This is an optimization exercise on Yosys and OpenROAD, whose aim is small area and a short achievable clock period, not a production implementation.
The RTL was checked by simulation tests, not by an equivalence proof against the original design.
Power and IR drop assume default switching activity.

## flow/design.v

```verilog
module ahb_sram_slave #(
  parameter int                    ADDR_WIDTH  = 32,
  parameter int                    DATA_WIDTH  = 32,
  parameter int                    DEPTH       = 64,
  parameter logic [ADDR_WIDTH-1:0] BASE        = 32'h4000_0100,
  parameter int                    WAIT_STATES = 1,
  parameter bit                    READ_ONLY   = 1'b0
) (
  input  logic                  HCLK,
  input  logic                  HRESETn,
  input  logic                  HSELx,
  input  logic [ADDR_WIDTH-1:0] HADDR,
  input  logic                  HWRITE,
  input  logic [2:0]            HSIZE,
  input  logic [2:0]            HBURST,
  input  logic [3:0]            HPROT,
  input  logic [1:0]            HTRANS,
  input  logic                  HMASTLOCK,
  input  logic                  HREADY,
  input  logic [DATA_WIDTH-1:0] HWDATA,
  output logic                  HREADYOUT,
  output logic                  HRESP,
  output logic [DATA_WIDTH-1:0] HRDATA
);
  localparam int BYTES     = DATA_WIDTH / 8;
  localparam int LANE_BITS = $clog2(BYTES);
  localparam int IDX_BITS  = $clog2(DEPTH);
  localparam int WIN_BITS  = LANE_BITS + IDX_BITS;
  logic                  r_busy;     
  logic                  r_ready;    
  logic                  r_resp;     
  logic                  r_wr;       
  logic [BYTES-1:0]      r_strb;     
  logic [DEPTH-1:0]      r_sel;      
  logic [BYTES-1:0]      r_lane;     
  logic [DATA_WIDTH-1:0] r_rdata;
  logic                  r_phase;    
  logic             w_in_window;
  logic             w_err;
  logic             w_accept;
  logic [BYTES-1:0] w_strb;
  logic             w_unused;
  assign w_in_window = (HADDR[ADDR_WIDTH-1:WIN_BITS] == BASE[ADDR_WIDTH-1:WIN_BITS]);
  assign w_err = ~w_in_window | HSIZE[2] | (HSIZE[1] & HSIZE[0])
               | (HSIZE[0] & HADDR[0]) | (HSIZE[1] & (HADDR[1] | HADDR[0]))
               | (READ_ONLY && HWRITE);
  assign w_strb[0] = HSIZE[1] | (~HADDR[1] & (HSIZE[0] | ~HADDR[0]));
  assign w_strb[1] = HSIZE[1] | (~HADDR[1] & (HSIZE[0] |  HADDR[0]));
  assign w_strb[2] = HSIZE[1] | ( HADDR[1] & (HSIZE[0] | ~HADDR[0]));
  assign w_strb[3] = HSIZE[1] | ( HADDR[1] & (HSIZE[0] |  HADDR[0]));
  assign w_accept = ~r_busy & HSELx & HREADY & HTRANS[1];
  assign w_unused = ^{HBURST, HPROT, HMASTLOCK, HTRANS[0]};
  always_ff @(posedge HCLK or negedge HRESETn) begin
    if (!HRESETn) begin
      r_busy  <= 1'b0;
      r_ready <= 1'b1;
      r_resp  <= 1'b0;
      r_lane <= '0;
    end else begin
      r_busy  <= w_accept;
      r_ready <= ~w_accept;
      if (!r_busy) begin
        r_resp <= w_accept & w_err;
      end
      r_lane <= {BYTES{r_busy & r_wr}} & r_strb;
    end
  end
  assign HREADYOUT = r_ready;
  assign HRESP     = r_resp;
  always_ff @(posedge HCLK) begin
    r_wr   <= w_accept & ~w_err & HWRITE;
    if (!r_busy) begin
      r_strb <= w_strb;
      for (int w = 0; w < DEPTH; w++) begin
        r_sel[w] <= (HADDR[LANE_BITS +: IDX_BITS] == IDX_BITS'(w));
      end
    end
  end
  logic [DATA_WIDTH-1:0] w_mem [DEPTH];      
  logic [DATA_WIDTH-1:0] w_wdata_n;          
  always_ff @(posedge HCLK) begin
    r_phase <= ~r_phase;
  end
  assign w_wdata_n = HWDATA ^ {DATA_WIDTH{r_phase}};
  for (genvar w = 0; w < DEPTH; w++) begin : g_word
    for (genvar b = 0; b < BYTES; b++) begin : g_lane
      logic w_we;
      logic w_hold;
      assign w_we   = r_sel[w] & r_lane[b];
      assign w_hold = ~w_we;
      for (genvar i = 0; i < 8; i++) begin : g_bit
        ahb_sram_bit u_bit (
          .clk (HCLK),
          .we  (w_we),
          .hold(w_hold),
          .d   (w_wdata_n[b*8+i]),
          .q   (w_mem[w][b*8+i])
        );
      end
    end
  end
  localparam int NGRP = (DEPTH + 2) / 3;    
  logic [DATA_WIDTH-1:0] w_rd;
  for (genvar i = 0; i < DATA_WIDTH; i++) begin : g_rbit
    logic [23:0] w_part_n;     
    logic [7:0]  w_l2;
    logic [3:0]  w_l3_n;
    for (genvar g = 0; g < NGRP; g++) begin : g_grp
      if (3*g + 2 < DEPTH) begin : g_three
        ahb_sram_ao3n u_ao (
          .s0(r_sel[3*g]),   .d0(w_mem[3*g][i]),
          .s1(r_sel[3*g+1]), .d1(w_mem[3*g+1][i]),
          .s2(r_sel[3*g+2]), .d2(w_mem[3*g+2][i]),
          .y_n(w_part_n[g])
        );
      end else begin : g_one
        assign w_part_n[g] = ~(r_sel[3*g] & w_mem[3*g][i]);
      end
    end
    assign w_part_n[23:NGRP] = '1;
    for (genvar j = 0; j < 7; j++) begin : g_l2
      ahb_sram_nand3 u_n3 (.a(w_part_n[3*j]), .b(w_part_n[3*j+1]), .c(w_part_n[3*j+2]), .y(w_l2[j]));
    end
    assign w_l2[7] = ~w_part_n[21];
    for (genvar j = 0; j < 4; j++) begin : g_l3
      ahb_sram_nor2 u_o2 (.a(w_l2[2*j]), .b(w_l2[2*j+1]), .y(w_l3_n[j]));
    end
    assign w_rd[i] = ~&w_l3_n;
  end
  always_ff @(posedge HCLK) begin
    r_rdata <= w_rd ^ {DATA_WIDTH{r_phase}};
  end
  assign HRDATA = r_rdata;
endmodule
module ahb_sram_bit (
  input  logic clk,
  input  logic we,
  input  logic hold,
  input  logic d,
  output logic q
);
  always_ff @(posedge clk) begin
    q <= ~((q | we) & (d | hold));
  end
endmodule
module ahb_sram_ao3n (
  input  logic s0, d0,
  input  logic s1, d1,
  input  logic s2, d2,
  output logic y_n
);
  assign y_n = ~((s0 & d0) | (s1 & d1) | (s2 & d2));
endmodule
module ahb_sram_nand3 (
  input  logic a, b, c,
  output logic y
);
  assign y = ~(a & b & c);
endmodule
module ahb_sram_nor2 (
  input  logic a, b,
  output logic y
);
  assign y = ~(a | b);
endmodule
```

## flow/run.sh

```bash
#!/bin/bash
# synth_recipe.tcl (not shown) runs the flow's synth.tcl, then flattens the netlist and writes it again
# the make line also repeats each setting of config.mk as NAME=value (left out here)
make -C /OpenROAD-flow-scripts/flow DESIGN_CONFIG=/design/flow/config.mk WORK_HOME=/design/flow/orfs CLKGATE_MAP_FILE= SYNTH_SCRIPT=/design/flow/synth_recipe.tcl finish
```

## flow/config.mk

```make
export PLATFORM = sky130hd
export DESIGN_NAME = ahb_sram_slave
export DESIGN_NICKNAME = ahb_sram_slave
export VERILOG_FILES = /design/flow/design.v
export SDC_FILE = /design/flow/constraint.sdc
export NUM_CORES = 4
export LEC_CHECK = 0
export CAP_MARGIN = 20
export CORE_MARGIN = 2
export CORE_UTILIZATION = 70
export CTS_CLUSTER_DIAMETER = 100
export CTS_CLUSTER_SIZE = 25
export SETUP_SLACK_MARGIN = 3.7
export SLEW_MARGIN = 20
export SYNTH_HIERARCHICAL = 1
export TNS_END_PERCENT = 10
```

## flow/constraint.sdc

```tcl
create_clock -name core_clock -period 6.0 [get_ports {HCLK}]
set_input_delay 1.2000 -clock core_clock [delete_from_list [all_inputs] [get_ports {HCLK}]]
set_output_delay 1.2000 -clock core_clock [all_outputs]
set_load 0.01 [all_outputs]
```

==> impl_results.md <==
* PortBufs at 106
* Initial Utilization at 70.9%
* Wirelength per Cell at 30.1 µm
* Max_cap viols at 0
* DP HPWL at 144000 µm
* IO Pins at 116
* Crit path to: g_word[14].g_lane[2].g_bit[2].u_bit.q
* Full die area at 101000 µm²
* 1st-pass router iterations at 11
* Final Hold Vio Count at 0
* Hold Path Stages at 1
* Largest net degree at the start of global routing at 65
* Dpl cells at 7482
* Period utilisation layout at 46.3%
* H-Tree Depth at 3
* CTS Buffer Depth at 3
* Most frequent cells in the layout: dfxtp_1, o22ai_1, a222oi_1, nand2_1, inv_1
* Routed WL at 233000 µm
* Startpoint type of the worst setup path: input pin
* Static Leak at 30.1 nW
* Vert. Die Dim at 317 µm
* Core area at 97000 µm²
* R2R depth at 4
* Post-Syn Instances at 6034
* Clk Latency, worst-skew pair at 0.73 ns
* CP endpoint kind: flip-flop
* Worst setup startpoint: HWDATA[18]
* Most common cell after layout, fill and taps aside: dfxtp_1
* Max-slew violations at 0
* Area Overhead vs Synth at 12.4%
* Grt ovf at 0
* Layout Cells excl Fill at 7753
* WP data required at 6.55 ns
* R2R Path End: g_word[59].g_lane[2].g_bit[0].u_bit.q
* Setup violations, final at 0
* Hold Startpoint: g_word[63].g_lane[2].g_bit[7].u_bit.q
* Clock sink count at 2157
* Tightest Hold Check Type: reg -> reg
* Syn Nets at 6116
* Layout Utilization at 79.7%
* Via Count at 61000
* GR Util All Layers at 44.3%
* CTS buffer count at 96
* Rel. slew slack at 16.2%
* Filler cells at 6113
* Pwr/cell area at 295 nW/µm²
* Peak VDD IR at 326 µV
* Maximum clock frequency at 360 MHz
* Ys Warns at 9
* Post-Syn Area at 68700 µm²
* Number of hold buffers added after CTS at 0
* Critical Path AT at 3.33 ns
* Final Skew at 0.0282 ns
* Initial antenna violation count at 5
* First-pass GRT wire length at 342000 µm
* Detailed Route Iter0 Violations at 12300
* RSZ-0062 raised after global routing: true
* Min cycle time layout at 2.78 ns
* Nets@finish at 6543
* Number of global-route vias before repair at 56900
* Die X at 317 µm
* Kind of critical path: in -> reg
* FF-to-FF setup slack at 3.29 ns
* Root Buffer: clkbuf_16
* CTS tree: done
* Site row count at 114
* Worst Path Max Fanout at 14
* Worst r2r src: r_lane[2]
* Share of cells above drive strength 1 at 7.88%
* # DRC at 0
* Synth cell types at 34
* Post-synthesis sequential area ratio at 63.9%
* Drt via density at 7.86
* Syn_area_per_cell at 11.4 µm²
* Status: no timing/DRC/antenna violations
* Reg clk slew, reported paths at 0.10 ns
* Slew @ Worst Pin at 1.26 ns
* Gpl congestion at 0.912
* Setup TNS at 0 ns
* Post-route ant nets at 0
* Flops & latches, synth at 2157
==> where the power goes <==
part	internal (W)	switching, W
logic	0.000248	0.000744
clock network	0.00299	0.00437
registers	0.0144	0.0000195
total	0.0176	0.00513
==> modules after synthesis (local to each module, per instance) <==
module	copies in the design	cell area, µm²
ahb_sram_bit	2048	26.3
ahb_sram_nand3	224	5.00
ahb_sram_slave	1	6590
ahb_sram_nor2	128	3.75
ahb_sram_ao3n	672	10.0
==> cells in the mapped netlist <==
master	number	area, µm²
a222oi_1	672	6730
and2_1	32	200
and2b_1	4	30.0
and3_1	5	31.3
buf_2	32	160
buf_4	6	45.0
buf_6	1	11.3
clkbuf_1	6	22.5
dfrtp_1	6	150
dfstp_2	1	26.3
dfxtp_1	2082	41700
edfxtp_1	68	2040
inv_1	259	972
inv_2	1	3.75
nand2_1	267	1000
nand2b_1	2	12.5
nand3_1	231	1160
nand4_1	35	219
nor2_1	196	736
nor2b_1	1	6.26
nor3_1	1	5.00
nor3_2	1	10.0
nor4_1	1	6.26
nor4_2	2	25.0
nor4b_1	1	8.76
nor4b_2	1	15.0
o21a_1	1	7.51
o21ai_0	1	5.00
o21bai_1	4	30.0
o22a_1	1	8.76
o22ai_1	2048	12800
or2_2	1	6.26
xnor2_1	32	280
xor2_1	32	280
==> area by class of cell <==
cell class	count	area [µm²]	area share [%]
sequential	2157	43900	56.8
multi-input combinational	3587	24800	32.1
timing repair buffer	359	3420	4.42
clock buffer	109	2510	3.25
tap	1276	1600	2.07
inverter	260	982	1.27
clock inverter	4	46.3	0.0599
antenna	1	2.50	0.00324
==> worst min-delay path by stage <==
stage                                                        to  slack, ns
final                     g_word[63].g_lane[2].g_bit[7].u_bit.q       0.44
after detailed placement  g_word[63].g_lane[2].g_bit[7].u_bit.q       0.43
after global routing      g_word[62].g_lane[1].g_bit[5].u_bit.q       0.46
after floorplan           g_word[63].g_lane[0].g_bit[0].u_bit.q       0.41
after CTS                 g_word[63].g_lane[2].g_bit[7].u_bit.q       0.44
after global placement    g_word[63].g_lane[0].g_bit[7].u_bit.q       0.42
==> through the flow <==
step,setup WS (ns),total power [W],hold WS (ns),cell area (µm²)
final,3.22,0.0228,0.442,77300
after global routing,3.29,0.0232,0.459,77300
after CTS,3.15,0.0226,0.443,76500
after detailed placement,2.23,0.0155,0.429,72700
after global placement,2.29,0.0155,0.422,72600
after floorplan,3.68,0.0151,0.413,69300
==> routing by layer <==
layer,vias up,track usage (%),routed length (µm)
li1,26200,-,-
met3,787,11.6,33000
met1,29400,58.6,83500
met4,6,27.3,16000
met5,-,0,39
met2,4550,65.1,101000
==> worst max-delay path, cell delays in order <==
cell and delay, ns:
clkdlybuf4s50_1 0.86, xor2_2 1.08, o22ai_1 0.19
==> sequential cells by signal (all words and copies together), names as in the netlist <==
register / count
g_word.g_lane.g_bit.u_bit.q: 2048
r_sel: 64
r_rdata: 32
r_lane: 4
r_strb: 4
r_busy: 1
r_phase: 1
r_ready: 1
r_resp: 1
r_wr: 1
==> timing repair <==
action	in CTS	in global routing
pin swaps	21	112
cloned	15	4
setup endpoints to repair	1686	1558
buffers inserted	108	30
resized for setup	27	220
==> cell families after synthesis <==
logic type	after synthesis	share of synthesized area (%)
flip-flops	2157	63.9
AO/OA/AOI/OAI	2727	28.5
AND/OR/NAND/NOR	781	5.05
XOR/XNOR	64	0.816
buffers and inverters	305	1.77

port drivers added, routing unchanged:
How much do the figures lean on ideal ports? The routed layout below was timed once more, with nothing changed but the port constraints.
Step 1, drivers: a clkbuf_16 drives HCLK and a buf_2 each remaining input, both assumed.
Step 2 moves the port delays by t, midway between the first and last clock arrival at a register: inputs arrive t later, outputs are due t later. That takes back most of the time a late clock gives input paths.
Three values: no drivers, after step 1, after step 2; two values: the first two.
t (ns): 0.799
slack for setup (ns): 3.222 / 3.200 / 2.401
latest minus earliest clock arrival (ns): 0.032 / 0.032
slew at the worst register clock pin (ns): 0.10 / 0.10
pins driven straight from the clock port: 1
After both steps setup and hold are still met in this run. For this run, drivers alone change the setup slack by -0.022 ns; drivers and shift together by -0.821 ns.
